From an optimization exercise on the open Yosys and OpenROAD flow, aimed at small area and a short achievable clock period; shortcuts taken in it are not production practice.
Where RTL was checked, it was by simulation tests only, not by an equivalence proof against the original.
Power is estimated from default activity; no workload was simulated.

Design tawas, start of the top module:
module tawas
(
  input  logic                      clk,
  input  logic                      reset,
  output logic [24-1:0]    iaddr,
  input  logic [31:0]               idata,
  output logic [31:0]               daddr,
  output logic                      dcs,
  output logic                      dwr,
  output logic [31:0]               dout,
  input  logic [31:0]               din,
  output logic [4-1:0] halted
);
  localparam int PW = 24;
  logic [1:0] slice;
  logic [1:0] dec_slice;
  logic       dec_vld;
  logic [255:0] bank0, bank1, bank2, bank3;
  logic [2:0]   clr;                         
  logic         z0, z1, z2, z3;
  logic [PW-1:0] pc0, pc1, pc2, pc3;
  logic [3:0]  op;
  logic [2:0]  rd, ra, rb;
  logic [15:0] imm;
  assign op  = idata[31:28];
  assign rd  = idata[27:25];
  assign ra  = idata[24:22];
  assign rb  = idata[21:19];
  assign imm = idata[15:0];
  logic [31:0] ra_data, rb_data;
  assign ra_data = bank0[{ra, 5'd0} +: 32];
  assign rb_data = bank0[{rb, 5'd0} +: 32];
  logic [16:0] d_alo;
  assign d_alo = {1'b0, ra_data[15:0]} + {1'b0, imm};
  logic d_ldi, d_add, d_sub, d_and, d_or, d_xor, d_shl, d_ld, d_st, d_halt, d_taken;
  assign d_ldi  = dec_vld && (op == 4'd1);
  assign d_add  = dec_vld && (op == 4'd2);
  assign d_sub  = dec_vld && (op == 4'd3);
  assign d_and  = dec_vld && (op == 4'd4);
  assign d_or   = dec_vld && (op == 4'd5);
  assign d_xor  = dec_vld && (op == 4'd6);
  assign d_shl  = dec_vld && (op == 4'd7);
  assign d_ld   = dec_vld && (op == 4'd8);
  assign d_st   = dec_vld && (op == 4'd9);
  assign d_halt = dec_vld && (op == 4'd12);
  assign d_taken = dec_vld && (((op == 4'd10) && z0) || ((op == 4'd11) && !z0));
  logic        e_ldi, e_arith, e_sub, e_and, e_or, e_xor, e_shl, e_ld, e_st;
  logic        e_br, e_adv;
  logic [2:0]  e_rd;
  logic [31:0] e_a, e_b;    
  logic [15:0] e_imm;
  logic [15:0] e_alo, e_ahp, e_ahm;
  logic        e_ac;
  always_ff @(posedge clk) begin
    if (reset) begin
      slice     <= 2'd0;
      dec_slice <= 2'd0;
      dec_vld   <= 1'b0;
      halted    <= '0;
  ...
Settings: LEC_CHECK=0, CAP_MARGIN=20, CORE_MARGIN=2, CORE_UTILIZATION=40, SLEW_MARGIN=20; clock period 10.0 ns.
run.sh (not shown) runs the stock make flow with config.mk's settings and CLKGATE_MAP_FILE= SYNTH_SCRIPT=/design/flow/synth_recipe.tcl, a recipe that flattens the netlist after the stock synthesis.
Then changed:
ABC_CLOCK_PERIOD_IN_PS = 4000   (was not set)
SETUP_SLACK_MARGIN = 5   (was not set)
What happened: Critical path depth rose by 8; cell area rose slightly; power rose slightly; clock skew fell by 0.029 ns; sequential cell count is unchanged; area after synthesis is unchanged; first-iteration DRC count fell by a little under a tenth.

========
The RTL this note starts from:
==> flow/design.v <==
package tawas_isa_pkg;
  typedef enum logic [3:0] {
    op_nop  = 4'd0,
    op_ldi  = 4'd1,
    op_add  = 4'd2,
    op_sub  = 4'd3,
    op_and  = 4'd4,
    op_or   = 4'd5,
    op_xor  = 4'd6,
    op_shl  = 4'd7,
    op_ld   = 4'd8,
    op_st   = 4'd9,
    op_bz   = 4'd10,
    op_bnz  = 4'd11,
    op_halt = 4'd12
  } tawas_op_e;
  typedef logic [2:0] reg_sel_t;
  typedef logic [15:0] imm_t;
  typedef struct packed {
    tawas_op_e  op;
    reg_sel_t   rd;
    reg_sel_t   ra;
    reg_sel_t   rb;
    logic [2:0] rsvd;
    imm_t       imm;
  } tawas_instr_t;
endpackage
package tawas_pipe_pkg;
  typedef logic [1:0] slice_t;
  typedef enum logic {
    ls_load  = 1'b0,
    ls_store = 1'b1
  } ls_kind_e;
endpackage
module tawas_rdsel
(
  input  logic [2:0] sel,
  output logic [7:0] onehot
);
  assign onehot = 8'd1 << sel;
endmodule
module tawas_rdmux
(
  input  logic [255:0] bank,
  input  logic [7:0]   onehot,
  output logic [31:0]  q
);
  always_comb begin
    q = '0;
    for (int k = 0; k < 8; k++) begin
      q = q | (bank[k*32 +: 32] & {32{onehot[k]}});
    end
  end
endmodule
module tawas_alu
(
  input  logic [31:0] a,
  input  logic [31:0] b,
  input  logic        sub,
  input  logic        arith,
  input  logic        op_shl,
  input  logic [3:0]  lut,       
  output logic [31:0] result
);
  logic [32:0] sum;
  logic [31:0] bitwise;
  assign sum = {a, 1'b1} + {b, sub};
  always_comb begin
    for (int i = 0; i < 32; i++) bitwise[i] = lut[{a[i], b[i]}];
  end
  always_comb begin
    result = bitwise;
    if (arith)  result = result | sum[32:1];
    if (op_shl) result = result | (a << b[4:0]);
  end
endmodule
module tawas_agen
(
  input  logic [31:0] a,
  input  logic [15:0] imm,
  output logic [15:0] lo,
  output logic        c16,
  output logic [15:0] hi0,
  output logic [15:0] hi1
);
  logic [15:0] a_hi, a_inc, a_dec;
  assign {c16, lo} = {1'b0, a[15:0]} + {1'b0, imm};
  assign a_hi  = a[31:16];
  assign a_inc = a_hi + 16'd1;
  assign a_dec = a_hi - 16'd1;
  assign hi0   = imm[15] ? a_dec : a_hi;
  assign hi1   = imm[15] ? a_hi : a_inc;
endmodule
module tawas
(
  input  logic                      clk,
  input  logic                      reset,
  output logic [24-1:0]    iaddr,
  input  logic [31:0]               idata,
  output logic [31:0]               daddr,
  output logic                      dcs,
  output logic                      dwr,
  output logic [31:0]               dout,
  input  logic [31:0]               din,
  output logic [4-1:0] halted
);
  localparam int PW = 24;
  logic [1:0] slice;
  logic [1:0] dec_slice;
  logic       dec_vld;
  logic [255:0] bank0, bank1, bank2, bank3;
  logic [2:0]   clr;                         
  logic         z0, z1, z2, z3;
  logic [PW-1:0] pc0, pc1, pc2, pc3;
  logic [3:0]  op;
  logic [2:0]  rd, ra, rb;
  logic [15:0] imm;
  assign op  = idata[31:28];
  assign rd  = idata[27:25];
  assign ra  = idata[24:22];
  assign rb  = idata[21:19];
  assign imm = idata[15:0];
  logic [31:0] ra_data, rb_data;
  logic [7:0] ra_oh, rb_oh;
  tawas_rdsel rdsel_a (.sel(ra), .onehot(ra_oh));
  tawas_rdsel rdsel_b (.sel(rb), .onehot(rb_oh));
  tawas_rdmux rdmux_a (.bank(bank0), .onehot(ra_oh), .q(ra_data));
  tawas_rdmux rdmux_b (.bank(bank0), .onehot(rb_oh), .q(rb_data));
  logic [15:0] d_lo, d_hi0, d_hi1;
  logic        d_c16;
  tawas_agen agen (.a(ra_data), .imm(imm), .lo(d_lo), .c16(d_c16), .hi0(d_hi0), .hi1(d_hi1));
  logic [PW-1:0] d_pc_next;
  always_comb begin
    if (d_taken)
      d_pc_next = pc1 + {{(PW-16){imm[15]}}, imm};
    else if (dec_vld && !d_halt)
      d_pc_next = pc1 + PW'(1);
    else
      d_pc_next = pc1;
  end
  logic d_ldi, d_add, d_sub, d_and, d_or, d_xor, d_shl, d_ld, d_st, d_halt, d_taken;
  assign d_ldi  = dec_vld && (op == 4'd1);
  assign d_add  = dec_vld && (op == 4'd2);
  assign d_sub  = dec_vld && (op == 4'd3);
  assign d_and  = dec_vld && (op == 4'd4);
  assign d_or   = dec_vld && (op == 4'd5);
  assign d_xor  = dec_vld && (op == 4'd6);
  assign d_shl  = dec_vld && (op == 4'd7);
  assign d_ld   = dec_vld && (op == 4'd8);
  assign d_st   = dec_vld && (op == 4'd9);
  assign d_halt = dec_vld && (op == 4'd12);
  assign d_taken = dec_vld && (((op == 4'd10) && z0) || ((op == 4'd11) && !z0));
  logic        e_wr, e_setz, e_arith, e_sub, e_shl, e_ld, e_st;
  logic [3:0]  e_lut;
  logic [2:0]  e_rd;
  logic [31:0] e_a, e_b;    
  logic [15:0] e_dlo, e_dhi0, e_dhi1;
  logic        e_dc16;
  always_ff @(posedge clk) begin
    if (reset) begin
      slice     <= 2'd0;
      dec_slice <= 2'd0;
      dec_vld   <= 1'b0;
      halted    <= '0;
      e_wr      <= 1'b0;
      e_setz    <= 1'b0;
      e_ld      <= 1'b0;
      e_st      <= 1'b0;
    end else begin
      slice     <= slice + 2'd1;
      dec_slice <= slice;
      dec_vld   <= !halted[slice];
      if (d_halt) halted[dec_slice] <= 1'b1;
      e_wr      <= d_ldi || d_add || d_sub || d_and || d_or || d_xor || d_shl;
      e_setz    <= d_add || d_sub || d_and || d_or || d_xor || d_shl;
      e_ld      <= d_ld;
      e_st      <= d_st;
    end
  end
  always_ff @(posedge clk) begin
    e_sub   <= (op == 4'd3);
    e_arith <= (op == 4'd2) || (op == 4'd3);
    e_shl   <= (op == 4'd7);
    case (op)
      4'd1:    e_lut <= 4'b1010;    
      4'd4:    e_lut <= 4'b1000;    
      4'd5:    e_lut <= 4'b1110;    
      4'd6:    e_lut <= 4'b0110;    
      default: e_lut <= 4'b0000;
    endcase
    e_rd   <= rd;
    e_a    <= ra_data;
    e_b    <= (op == 4'd1) ? {{16{imm[15]}}, imm} : (rb_data ^ {32{op == 4'd3}});
    e_dlo  <= d_lo;
    e_dc16 <= d_c16;
    e_dhi0 <= d_hi0;
    e_dhi1 <= d_hi1;
  end
  assign dcs   = e_ld || e_st;
  assign dwr   = e_st;
  assign daddr = {e_dc16 ? e_dhi1 : e_dhi0, e_dlo};
  assign dout  = e_b;
  logic [31:0] result;
  tawas_alu alu (
    .a(e_a), .b(e_b), .sub(e_sub), .arith(e_arith), .op_shl(e_shl), .lut(e_lut),
    .result(result)
  );
  logic        w_we, w_ld, w_z;
  logic [2:0]  w_rd;
  logic [31:0] w_res;
  always_ff @(posedge clk) begin
    if (reset) begin
      w_we <= 1'b0;
      w_ld <= 1'b0;
      w_z  <= 1'b0;
    end else begin
      w_we <= e_wr || e_ld;
      w_ld <= e_ld;
      w_z  <= e_setz;
    end
  end
  always_ff @(posedge clk) begin
    w_rd   <= e_rd;
    w_res  <= result;
  end
  logic [31:0] wdata;
  assign wdata = w_ld ? din : w_res;
  logic clearing;
  assign clearing = reset || clr[0];
  always_ff @(posedge clk) begin
    bank0 <= bank3;
    bank1 <= bank0;
    bank2 <= bank1;
    for (int r = 0; r < 8; r++) begin
      if (w_we && !reset && (w_rd == 3'(r)))
        bank3[r*32 +: 32] <= wdata;
      else
        bank3[r*32 +: 32] <= bank2[r*32 +: 32] & {32{!clearing}};
    end
  end
  always_ff @(posedge clk) begin
    if (reset) begin
      clr  <= 3'b111;
      z0   <= 1'b0;
      z1   <= 1'b0;
      z2   <= 1'b0;
      z3   <= 1'b0;
    end else begin
      clr  <= {1'b0, clr[2:1]};
      z0 <= z3;
      z1 <= z0;
      z2 <= z1;
      z3 <= w_z ? (w_res == 32'd0) : z2;
    end
  end
  always_ff @(posedge clk) begin
    if (reset) begin
      pc0 <= PW'(0);
      pc1 <= PW'(3 * 64);
      pc2 <= PW'(2 * 64);
      pc3 <= PW'(1 * 64);
    end else begin
      pc0 <= pc3;
      pc1 <= pc0;
      pc2 <= d_pc_next;
      pc3 <= pc2;
    end
  end
  assign iaddr = pc0;
endmodule
==> flow/config.mk <==
export PLATFORM = sky130hd
export DESIGN_NAME = tawas
export DESIGN_NICKNAME = tawas
export VERILOG_FILES = /design/flow/design.v
export SDC_FILE = /design/flow/constraint.sdc
export NUM_CORES = 4
export LEC_CHECK = 0
export CAP_MARGIN = 20
export CORE_MARGIN = 2
export CORE_UTILIZATION = 40
export SLEW_MARGIN = 20
export SYNTH_HIERARCHICAL = 1
export SYNTH_MINIMUM_KEEP_SIZE = 0
==> flow/constraint.sdc <==
create_clock -name core_clock -period 10.0 [get_ports {clk}]
set_input_delay 2.0000 -clock core_clock [delete_from_list [all_inputs] [get_ports {clk}]]
set_output_delay 2.0000 -clock core_clock [all_outputs]
set_load 0.01 [all_outputs]
standard.sh (not shown) runs the stock make flow with config.mk's settings and CLKGATE_MAP_FILE= SYNTH_SCRIPT=/design/flow/synth_recipe.tcl, a recipe that flattens the netlist after the stock synthesis.
==> flow/flow/run.sh <==
#!/bin/bash
set -euo pipefail
export BUFFER_PORTS_ARGS="-buffer_cell sky130_fd_sc_hd__buf_2"
export SETUP_SLACK_MARGIN=6.3
export CTS_ARGS="-sink_clustering_enable -repair_clock_nets -dont_use_dummy_load -sink_clustering_size 16 -sink_clustering_max_diameter 50 -buf_list sky130_fd_sc_hd__clkbuf_8"
bash standard.sh > standard_flow.log 2>&1
Rerun with:
==> flow/flow/run.sh (replaced) <==
#!/bin/bash
set -euo pipefail
export BUFFER_PORTS_ARGS="-buffer_cell sky130_fd_sc_hd__buf_2"
export SETUP_SLACK_MARGIN=6.3
export CTS_ARGS="-sink_clustering_enable -repair_clock_nets -dont_use_dummy_load -sink_clustering_size 30 -sink_clustering_max_diameter 60"
bash standard.sh > standard_flow.log 2>&1
Settings changed: TNS_END_PERCENT set to 10.
Outcome: The new run went through all stages and came out clean; routed wire length goes up by 1.1%; register-to-register slack got worse by 0.10 ns; total power grows by 1.4%; design area stays flat; sequential share of layout area barely changes; global-route usage grows by 0.41 points; setup slack degrades by 0.12 ns; synthesized area is unchanged; sequential power barely changes; sequential cell count does not change.
Function was not checked in any run of this note: the RTL went through the layout flow alone.

==> static timing again, ports no longer ideal <==
In the flow no input, the clock included, has a driving cell. The finished layouts below were timed again as built, in two steps. Step 1 assumes that a clkbuf_16 drives the clock port and a buf_2 every other input. Step 2 times the ports against the registers' clock, not the clock port: input delays grow and output delays shrink by t, the midpoint of the rising clock arrivals with the driver on. Three values: no drivers, after step 1, after step 2; two values: the first two.
run	shift t [ns]	slack for setup (ns)	clock arrival spread, ns
the first run of note 1	0.754	4.112 / 4.044 / 3.732	0.052 / 0.052
the second run of note 1	0.760	5.079 / 5.021 / 4.356	0.024 / 0.024
the first run of note 2	0.782	6.077 / 6.052 / 5.270	0.091 / 0.091
the second run of note 2	0.731	5.959 / 5.942 / 5.211	0.095 / 0.096
After both steps setup and hold are still met in every run listed. For the first run of note 2, which loses most, drivers alone change the setup slack by -0.025 ns; drivers and shift together by -0.807 ns.
